From an optimization exercise on the open Yosys and OpenROAD flow, aimed at small area, a short achievable clock period and few clock cycles per item; shortcuts taken in it are not production practice. Where RTL was checked, it was by simulation tests only, not by an equivalence proof against the original.

== the reference run ==
==> module tpu_top, before the edit <==
module tpu_top (
    input  logic               clk,
    input  logic               rst_n,
    input  logic               start_valid,
    input  logic               host_we,
    input  tpu_pkg::bank_sel_t host_bank,
    input  tpu_pkg::addr_t     host_addr,
    input  tpu_pkg::word_t     host_wdata,
    output logic               start_ready,
    output logic               busy,
    output logic               done,
    output tpu_pkg::word_t     host_rdata
);
    logic [7:0]  bank_a [16];
    logic [7:0]  bank_b [16];
    logic [15:0] bank_c [16];
    logic [3:0]  fidx;
    logic [3:0]  step;
    logic        calc;
    logic        done_r;
    always_ff @(posedge clk or negedge rst_n) begin
        if (!rst_n) begin
            busy   <= 1'b0;
            calc   <= 1'b0;
            done_r <= 1'b0;
            step   <= '0;
            fidx   <= '0;
        end else begin
            done_r <= calc && (step == 4'd15);
            if (!busy) begin
                if (start_valid) begin
                    busy <= 1'b1;
                    calc <= 1'b1;
                    fidx <= 4'd1;
                end
            end else begin
                if (calc) step <= step + 4'd1;
                if (fidx != 4'd0) fidx <= fidx + 4'd1;
                if (calc && step == 4'd15) calc <= 1'b0;
                if (done_r) busy <= 1'b0;
            end
        end
    end
    assign start_ready = ~busy;
    assign done        = done_r;
    logic host_wr;
    assign host_wr = host_we && !busy;
    logic [7:0]  fa_a;
    logic [3:0]  op_neg, op_one, op_two;
    logic [7:0]  op_b [4];
    logic [1:0]  fk;
    assign fk = fidx[1:0];
    assign fa_a = (host_wr && host_bank == tpu_pkg::BANK_A && host_addr == 4'd0) ?
                  host_wdata[7:0] : bank_a[fidx];
    always_ff @(posedge clk) begin
        for (int r = 0; r < 4; r++) begin
            logic hi, mid, lo;
            hi  = fa_a[2*r+1];
            mid = fa_a[2*r];
            lo  = (r == 0) ? 1'b0 : fa_a[2*r-1];
            op_neg[r] <= hi;
            op_one[r] <= mid ^ lo;
            op_two[r] <= (hi & ~mid & ~lo) | (~hi & mid & lo);
        end
        for (int j = 0; j < 4; j++) begin
            if (host_wr && host_bank == tpu_pkg::BANK_B && host_addr == 4'(j))
                op_b[j] <= host_wdata[7:0];
            else
                op_b[j] <= bank_b[{fk, 2'(j)}];
        end
    end
    logic [15:0] acc [4];
    logic [15:0] sum [4];
    logic        last;
    assign last = (step[1:0] == 2'd3);
    localparam logic [15:0] ACC_INIT = 16'hAC00;
    for (genvar j = 0; j < 4; j++) begin : g_mac
        mac_pe mac_inst (
            .neg (op_neg),
            .one (op_one),
            .two (op_two),
            .b   (op_b[j]),
            .acc (acc[j]),
            .sum (sum[j])
        );
    end
    always_ff @(posedge clk) begin
        for (int j = 0; j < 4; j++) acc[j] <= (calc && !last) ? sum[j] : ACC_INIT;
    end
    logic [15:0] c_wdata [4];
    logic [15:0] c_we;
    always_comb begin
        for (int j = 0; j < 4; j++) c_wdata[j] = busy ? sum[j] : host_wdata;
        for (int w = 0; w < 16; w++) begin
            c_we[w] = (host_wr && host_bank == tpu_pkg::BANK_RESULT && host_addr == 4'(w)) ||
                      (calc && last && step[3:2] == 2'(w / 4));
        end
    end
    always_ff @(posedge clk or negedge rst_n) begin
        if (!rst_n) begin
            for (int w = 0; w < 16; w++) begin
                bank_a[w] <= '0;
                bank_b[w] <= '0;
            end
        end else begin
            for (int w = 0; w < 16; w++) begin
                if (host_wr && host_bank == tpu_pkg::BANK_A && host_addr == 4'(w))
                    bank_a[w] <= host_wdata[7:0];
                if (host_wr && host_bank == tpu_pkg::BANK_B && host_addr == 4'(w))
                    bank_b[w] <= host_wdata[7:0];
            end
        end
    end
    logic [15:0] c_val;
    logic [15:0] c_data [16];
    always_ff @(posedge clk or negedge rst_n) begin
        if (!rst_n) begin
            c_val <= '0;
        end else begin
            c_val <= c_val | c_we;
        end
    end
    always_ff @(posedge clk) begin
        for (int w = 0; w < 16; w++) begin
            if (c_we[w]) c_data[w] <= c_wdata[w % 4];
        end
    end
    always_comb begin
        for (int w = 0; w < 16; w++) bank_c[w] = c_val[w] ? c_data[w] : 16'd0;
    end
    always_comb begin
        case (host_bank)
            tpu_pkg::BANK_A:      host_rdata = {{8{bank_a[host_addr][7]}}, bank_a[host_addr]};
            tpu_pkg::BANK_B:      host_rdata = {{8{bank_b[host_addr][7]}}, bank_b[host_addr]};
            tpu_pkg::BANK_RESULT: host_rdata = bank_c[host_addr];
            default:              host_rdata = '0;
        endcase
    end
endmodule
==> flow/config.mk <==
export PLATFORM = sky130hd
export DESIGN_NAME = tpu_top
export DESIGN_NICKNAME = tpu_top
export VERILOG_FILES = /design/flow/design.v
export SDC_FILE = /design/flow/constraint.sdc
export NUM_CORES = 4
export LEC_CHECK = 0
export ABC_AREA = 1
export CAP_MARGIN = 20
export CORE_MARGIN = 2
export CORE_UTILIZATION = 50
export CTS_BUF_LIST = sky130_fd_sc_hd__clkbuf_16
export CTS_CLUSTER_DIAMETER = 120
export CTS_CLUSTER_SIZE = 22
export SETUP_SLACK_MARGIN = 3.0
export SLEW_MARGIN = 20
export TNS_END_PERCENT = 0
==> flow/constraint.sdc <==
create_clock -name core_clock -period 7.5 [get_ports {clk}]
set_input_delay 1.5000 -clock core_clock [delete_from_list [all_inputs] [get_ports {clk}]]
set_output_delay 1.5000 -clock core_clock [all_outputs]
set_load 0.01 [all_outputs]
standard.sh (not shown) runs the stock make flow with config.mk's settings and CLKGATE_MAP_FILE= SYNTH_SCRIPT=/design/flow/synth_recipe.tcl, a recipe that flattens the netlist after the stock synthesis.
==> flow/flow/run.sh <==
#!/bin/bash
# The standard layout (the standard.sh, synthesis included, unchanged),
# except that the port buffers are buf_4 cells: the default pick is a slow
# delay cell that repair_timing cannot swap out (footprint matching), and it
# sits on the host_addr -> host_rdata read path. Make's full output goes to
# flow_make.log here; each ORFS step also keeps its own log under orfs/logs.
set -euo pipefail
bash standard.sh BUFFER_PORTS_ARGS="-buffer_cell sky130_fd_sc_hd__buf_4" finish > flow_make.log 2>&1
The reference run: full flow OK, the timing, DRC and antenna checks passed
Testbench counts of the reference run, summed over its fixed seeds: cycles 20,480, items 320.
[inputs] the trial run vs the reference run
diff --git a/flow/design.v b/flow/design.v
--- a/flow/design.v
+++ b/flow/design.v
@@ -219,6 +219,7 @@
             for (int w = 0; w < 16; w++) begin
                 bank_a[w] <= '0;
                 bank_b[w] <= '0;
+                bank_c[w] <= '0;
             end
         end else begin
             for (int w = 0; w < 16; w++) begin
@@ -226,25 +227,10 @@
                     bank_a[w] <= host_wdata[7:0];
                 if (host_wr && host_bank == tpu_pkg::BANK_B && host_addr == 4'(w))
                     bank_b[w] <= host_wdata[7:0];
+                if (c_we[w])
+                    bank_c[w] <= c_wdata[w % 4];
             end
         end
-    end
-    logic [15:0] c_val;
-    logic [15:0] c_data [16];
-    always_ff @(posedge clk or negedge rst_n) begin
-        if (!rst_n) begin
-            c_val <= '0;
-        end else begin
-            c_val <= c_val | c_we;
-        end
-    end
-    always_ff @(posedge clk) begin
-        for (int w = 0; w < 16; w++) begin
-            if (c_we[w]) c_data[w] <= c_wdata[w % 4];
-        end
-    end
-    always_comb begin
-        for (int w = 0; w < 16; w++) bank_c[w] = c_val[w] ? c_data[w] : 16'd0;
     end
     always_comb begin
         case (host_bank)
[summary]
Where time the worst path needs with I/O delays and setup is concerned, the reference run is outperformed by the trial run. Comparing register-to-register slack for the reference run and the trial run, the bigger number came from the trial run. [compare] base=the reference run new=the trial run: clock-pin slew of the registers on the worst-case setup and hold paths went up, critical path depth in cells went up, final-layout clock buffer total went up, number of synthesized flops with an enable pin went down.
Testbench counts of the trial run, summed over its fixed seeds: cycles 20,480, items 320.


## main
tpu_top, a different RTL version from the one above (not shown whole).
Size: about 650 flip-flops, ~45 I/O pins, roughly 36000 um2 of cells after synthesis.
==> module tpu_top, before the edit <==
module tpu_top (
    input  logic               clk,
    input  logic               rst_n,
    input  logic               start_valid,
    input  logic               host_we,
    input  tpu_pkg::bank_sel_t host_bank,
    input  tpu_pkg::addr_t     host_addr,
    input  tpu_pkg::word_t     host_wdata,
    output logic               start_ready,
    output logic               busy,
    output logic               done,
    output tpu_pkg::word_t     host_rdata
);
    logic [7:0]  bank_a [16];
    logic [7:0]  bank_b [16];
    logic [15:0] bank_c [16];
    logic [3:0]  fidx;
    logic [3:0]  step;
    logic        calc;
    logic        done_r;
    logic        pv;
    logic        host_wr;
    logic        hit0;
    logic        quick;
    assign host_wr = host_we && !busy;
    assign hit0  = host_wr && ((host_bank == tpu_pkg::BANK_A && host_addr == 4'd0) ||
                               (host_bank == tpu_pkg::BANK_B && host_addr[3:2] == 2'd0));
    assign quick = !busy && start_valid && pv && !hit0;
    always_ff @(posedge clk or negedge rst_n) begin
        if (!rst_n) begin
            busy   <= 1'b0;
            calc   <= 1'b0;
            done_r <= 1'b0;
            step   <= '0;
            fidx   <= '0;
            pv     <= 1'b0;
        end else begin
            pv     <= 1'b1;
            done_r <= calc && (step == 4'd15);
            if (!busy) begin
                if (start_valid) begin
                    busy <= 1'b1;
                    calc <= 1'b1;
                    step <= quick ? 4'd1 : 4'd0;
                    fidx <= quick ? 4'd2 : 4'd1;
                end
            end else begin
                if (calc) step <= step + 4'd1;
                if (fidx != 4'd0) fidx <= fidx + 4'd1;
                if (calc && step == 4'd15) calc <= 1'b0;
                if (done_r) busy <= 1'b0;
            end
        end
    end
    assign start_ready = ~busy;
    assign done        = done_r;
    logic [7:0]  fa_a;
    logic [7:0]  fb [4];
    logic [3:0]  op_neg, op_one, op_two;
    logic [7:0]  op_b [4];
    logic [3:0]  feff;
    assign feff = busy ? fidx : {3'b000, quick};
    always_comb begin
        if (host_wr && host_bank == tpu_pkg::BANK_A && host_addr == feff)
            fa_a = host_wdata[7:0];
        else
            fa_a = bank_a[feff];
        for (int j = 0; j < 4; j++) begin
            if (host_wr && host_bank == tpu_pkg::BANK_B && host_addr == {feff[1:0], 2'(j)})
                fb[j] = host_wdata[7:0];
            else
                fb[j] = bank_b[{feff[1:0], 2'(j)}];
        end
    end
    always_ff @(posedge clk) begin
        for (int r = 0; r < 4; r++) begin
            logic hi, mid, lo;
            hi  = fa_a[2*r+1];
            mid = fa_a[2*r];
            lo  = (r == 0) ? 1'b0 : fa_a[2*r-1];
            op_neg[r] <= hi;
            op_one[r] <= mid ^ lo;
            op_two[r] <= (hi & ~mid & ~lo) | (~hi & mid & lo);
        end
        for (int j = 0; j < 4; j++) op_b[j] <= fb[j];
    end
    logic [15:0] acc [4];
    logic [15:0] acc_in [4];
    logic [15:0] sum [4];
    logic        first, last;
    assign first = (step[1:0] == 2'd0);
    assign last  = (step[1:0] == 2'd3);
    localparam logic [15:0] ACC_INIT = 16'hAC00;
    for (genvar j = 0; j < 4; j++) begin : g_mac
        mac_pe mac_inst (
            .neg (op_neg),
            .one (op_one),
            .two (op_two),
            .b   (op_b[j]),
            .acc (acc_in[j]),
            .sum (sum[j])
        );
    end
    always_comb begin
        for (int j = 0; j < 4; j++) acc_in[j] = first ? ACC_INIT : acc[j];
    end
    always_ff @(posedge clk) begin
        for (int j = 0; j < 4; j++) acc[j] <= sum[j];
    end
    logic [15:0] c_wdata [4];
    logic [15:0] c_we;
    always_comb begin
        for (int j = 0; j < 4; j++) c_wdata[j] = busy ? sum[j] : host_wdata;
        for (int w = 0; w < 16; w++) begin
            c_we[w] = (host_wr && host_bank == tpu_pkg::BANK_RESULT && host_addr == 4'(w)) ||
                      (calc && last && step[3:2] == 2'(w / 4));
        end
    end
    always_ff @(posedge clk or negedge rst_n) begin
        if (!rst_n) begin
            for (int w = 0; w < 16; w++) begin
                bank_a[w] <= '0;
                bank_b[w] <= '0;
            end
        end else begin
            for (int w = 0; w < 16; w++) begin
                if (host_wr && host_bank == tpu_pkg::BANK_A && host_addr == 4'(w))
                    bank_a[w] <= host_wdata[7:0];
                if (host_wr && host_bank == tpu_pkg::BANK_B && host_addr == 4'(w))
                    bank_b[w] <= host_wdata[7:0];
            end
        end
    end
    logic [15:0] c_val;
    logic [15:0] c_data [16];
    always_ff @(posedge clk or negedge rst_n) begin
        if (!rst_n) begin
            c_val <= '0;
        end else begin
            c_val <= c_val | c_we;
        end
    end
    always_ff @(posedge clk) begin
        for (int w = 0; w < 16; w++) begin
            if (c_we[w]) c_data[w] <= c_wdata[w % 4];
        end
    end
    always_comb begin
        for (int w = 0; w < 16; w++) bank_c[w] = c_val[w] ? c_data[w] : 16'd0;
    end
    always_comb begin
        case (host_bank)
            tpu_pkg::BANK_A:      host_rdata = {{8{bank_a[host_addr][7]}}, bank_a[host_addr]};
            tpu_pkg::BANK_B:      host_rdata = {{8{bank_b[host_addr][7]}}, bank_b[host_addr]};
            tpu_pkg::BANK_RESULT: host_rdata = bank_c[host_addr];
            default:              host_rdata = '0;
        endcase
    end
endmodule
export LEC_CHECK = 0
export ABC_AREA = 1
export CAP_MARGIN = 20
export CORE_MARGIN = 2
export CORE_UTILIZATION = 50
export CTS_BUF_LIST = sky130_fd_sc_hd__clkbuf_16
export CTS_CLUSTER_DIAMETER = 120
export CTS_CLUSTER_SIZE = 22
export SETUP_SLACK_MARGIN = 2.8
export SLEW_MARGIN = 20
export TNS_END_PERCENT = 0
create_clock -name core_clock -period 7.5 [get_ports {clk}]
Scripts as last shown in full above: flow/flow/run.sh
main went all the way through synthesis, placement and routing and the layout is clean on timing, DRC and antenna.
[inputs] the feature branch vs main
==> flow/design.v, changed modules only <==
module tpu_top (
    input  logic               clk,
    input  logic               rst_n,
    input  logic               start_valid,
    input  logic               host_we,
    input  tpu_pkg::bank_sel_t host_bank,
    input  tpu_pkg::addr_t     host_addr,
    input  tpu_pkg::word_t     host_wdata,
    output logic               start_ready,
    output logic               busy,
    output logic               done,
    output tpu_pkg::word_t     host_rdata
);
    logic [7:0]  bank_a [16];
    logic [7:0]  bank_b [16];
    logic [15:0] bank_c [16];
    logic [3:0]  fidx;
    logic [3:0]  step;
    logic        calc;
    logic        done_r;
    always_ff @(posedge clk or negedge rst_n) begin
        if (!rst_n) begin
            busy   <= 1'b0;
            calc   <= 1'b0;
            done_r <= 1'b0;
            step   <= '0;
            fidx   <= '0;
        end else begin
            done_r <= calc && (step == 4'd15);
            if (!busy) begin
                if (start_valid) begin
                    busy <= 1'b1;
                    calc <= 1'b1;
                    fidx <= 4'd1;
                end
            end else begin
                if (calc) step <= step + 4'd1;
                if (fidx != 4'd0) fidx <= fidx + 4'd1;
                if (calc && step == 4'd15) calc <= 1'b0;
                if (done_r) busy <= 1'b0;
            end
        end
    end
    assign start_ready = ~busy;
    assign done        = done_r;
    logic host_wr;
    assign host_wr = host_we && !busy;
    logic [7:0]  fa_a;
    logic [3:0]  op_neg, op_one, op_two;
    logic [7:0]  op_b [4];
    logic [1:0]  fk;
    assign fk = fidx[1:0];
    assign fa_a = (host_wr && host_bank == tpu_pkg::BANK_A && host_addr == 4'd0) ?
                  host_wdata[7:0] : bank_a[fidx];
    always_ff @(posedge clk) begin
        for (int r = 0; r < 4; r++) begin
            logic hi, mid, lo;
            hi  = fa_a[2*r+1];
            mid = fa_a[2*r];
            lo  = (r == 0) ? 1'b0 : fa_a[2*r-1];
            op_neg[r] <= hi;
            op_one[r] <= mid ^ lo;
            op_two[r] <= (hi & ~mid & ~lo) | (~hi & mid & lo);
        end
        for (int j = 0; j < 4; j++) begin
            if (host_wr && host_bank == tpu_pkg::BANK_B && host_addr == 4'(j))
                op_b[j] <= host_wdata[7:0];
            else
                op_b[j] <= bank_b[{fk, 2'(j)}];
        end
    end
    logic [15:0] acc [4];
    logic [15:0] sum [4];
    logic        last;
    assign last = (step[1:0] == 2'd3);
    localparam logic [15:0] ACC_INIT = 16'hAC00;
    for (genvar j = 0; j < 4; j++) begin : g_mac
        mac_pe mac_inst (
            .neg (op_neg),
            .one (op_one),
            .two (op_two),
            .b   (op_b[j]),
            .acc (acc[j]),
            .sum (sum[j])
        );
    end
    always_ff @(posedge clk) begin
        for (int j = 0; j < 4; j++) acc[j] <= (calc && !last) ? sum[j] : ACC_INIT;
    end
    logic [15:0] c_wdata [4];
    logic [15:0] c_we;
    always_comb begin
        for (int j = 0; j < 4; j++) c_wdata[j] = busy ? sum[j] : host_wdata;
        for (int w = 0; w < 16; w++) begin
            c_we[w] = (host_wr && host_bank == tpu_pkg::BANK_RESULT && host_addr == 4'(w)) ||
                      (calc && last && step[3:2] == 2'(w / 4));
        end
    end
    always_ff @(posedge clk or negedge rst_n) begin
        if (!rst_n) begin
            for (int w = 0; w < 16; w++) begin
                bank_a[w] <= '0;
                bank_b[w] <= '0;
            end
        end else begin
            for (int w = 0; w < 16; w++) begin
                if (host_wr && host_bank == tpu_pkg::BANK_A && host_addr == 4'(w))
                    bank_a[w] <= host_wdata[7:0];
                if (host_wr && host_bank == tpu_pkg::BANK_B && host_addr == 4'(w))
                    bank_b[w] <= host_wdata[7:0];
            end
        end
    end
    logic [15:0] c_val;
    logic [15:0] c_data [16];
    always_ff @(posedge clk or negedge rst_n) begin
        if (!rst_n) begin
            c_val <= '0;
        end else begin
            c_val <= c_val | c_we;
        end
    end
    always_ff @(posedge clk) begin
        for (int w = 0; w < 16; w++) begin
            if (c_we[w]) c_data[w] <= c_wdata[w % 4];
        end
    end
    always_comb begin
        for (int w = 0; w < 16; w++) bank_c[w] = c_val[w] ? c_data[w] : 16'd0;
    end
    always_comb begin
        case (host_bank)
            tpu_pkg::BANK_A:      host_rdata = {{8{bank_a[host_addr][7]}}, bank_a[host_addr]};
            tpu_pkg::BANK_B:      host_rdata = {{8{bank_b[host_addr][7]}}, bank_b[host_addr]};
            tpu_pkg::BANK_RESULT: host_rdata = bank_c[host_addr];
            default:              host_rdata = '0;
        endcase
    end
endmodule
Findings:
Setup skew after layout was lower in the run labelled the feature branch.
Diff the feature branch..main | mux contribution to synthesized area | negligible
Changes observed in the feature branch relative to main: setup slack moved up, synthesis-stage register bit count level.
Compared with main, the feature branch shows post-detailed-route via-to-cell ratio that has gone down by a few percent.
Looking at multi-input logic area, the feature branch sits 2.7% above main.
Summary: with main as the reference, routed wire length in the feature branch moved down by a few percent.
Diff main -> the feature branch: number of multi-input combinational cells higher; design area now sits lower.
Testbench counts of the feature branch, summed over its fixed seeds: cycles 20,480, items 320.
For main, only the layout was checked, not whether the RTL still works.

## afterwards: timing with drivers on the ports
Ports are ideal in the flow. The routed layouts listed here were re-timed in OpenROAD.
Step 1: set_driving_cell puts a clkbuf_16 on clk and a buf_2 on each other input, an assumption about the parent block.
Step 2 adds t to the input delays and takes it off the output delays; t is the mean of the earliest and latest rising clock arrival at the registers after step 1. Input paths then give back, and output paths get back, about the clock's delay inside the block.
Three values: no drivers, after step 1, after step 2; two values: the first two.
| run | shift t [ns] | setup WS [ns] | hold slack, ns |
|---|---|---|---|
| the reference run | 0.676 | 2.742 / 2.670 / 2.670 | 0.474 / 0.474 / 0.474 |
| the trial run | 0.668 | 2.781 / 2.699 / 2.699 | 0.451 / 0.451 / 0.451 |
| main | 0.685 | 2.451 / 2.383 / 1.807 | 0.476 / 0.476 / 0.476 |
| the feature branch | 0.674 | 2.643 / 2.598 / 2.598 | 0.474 / 0.474 / 0.474 |
After both steps setup and hold are still met in every run listed. For main, which loses most, drivers alone change the setup slack by -0.068 ns; drivers and shift together by -0.644 ns.
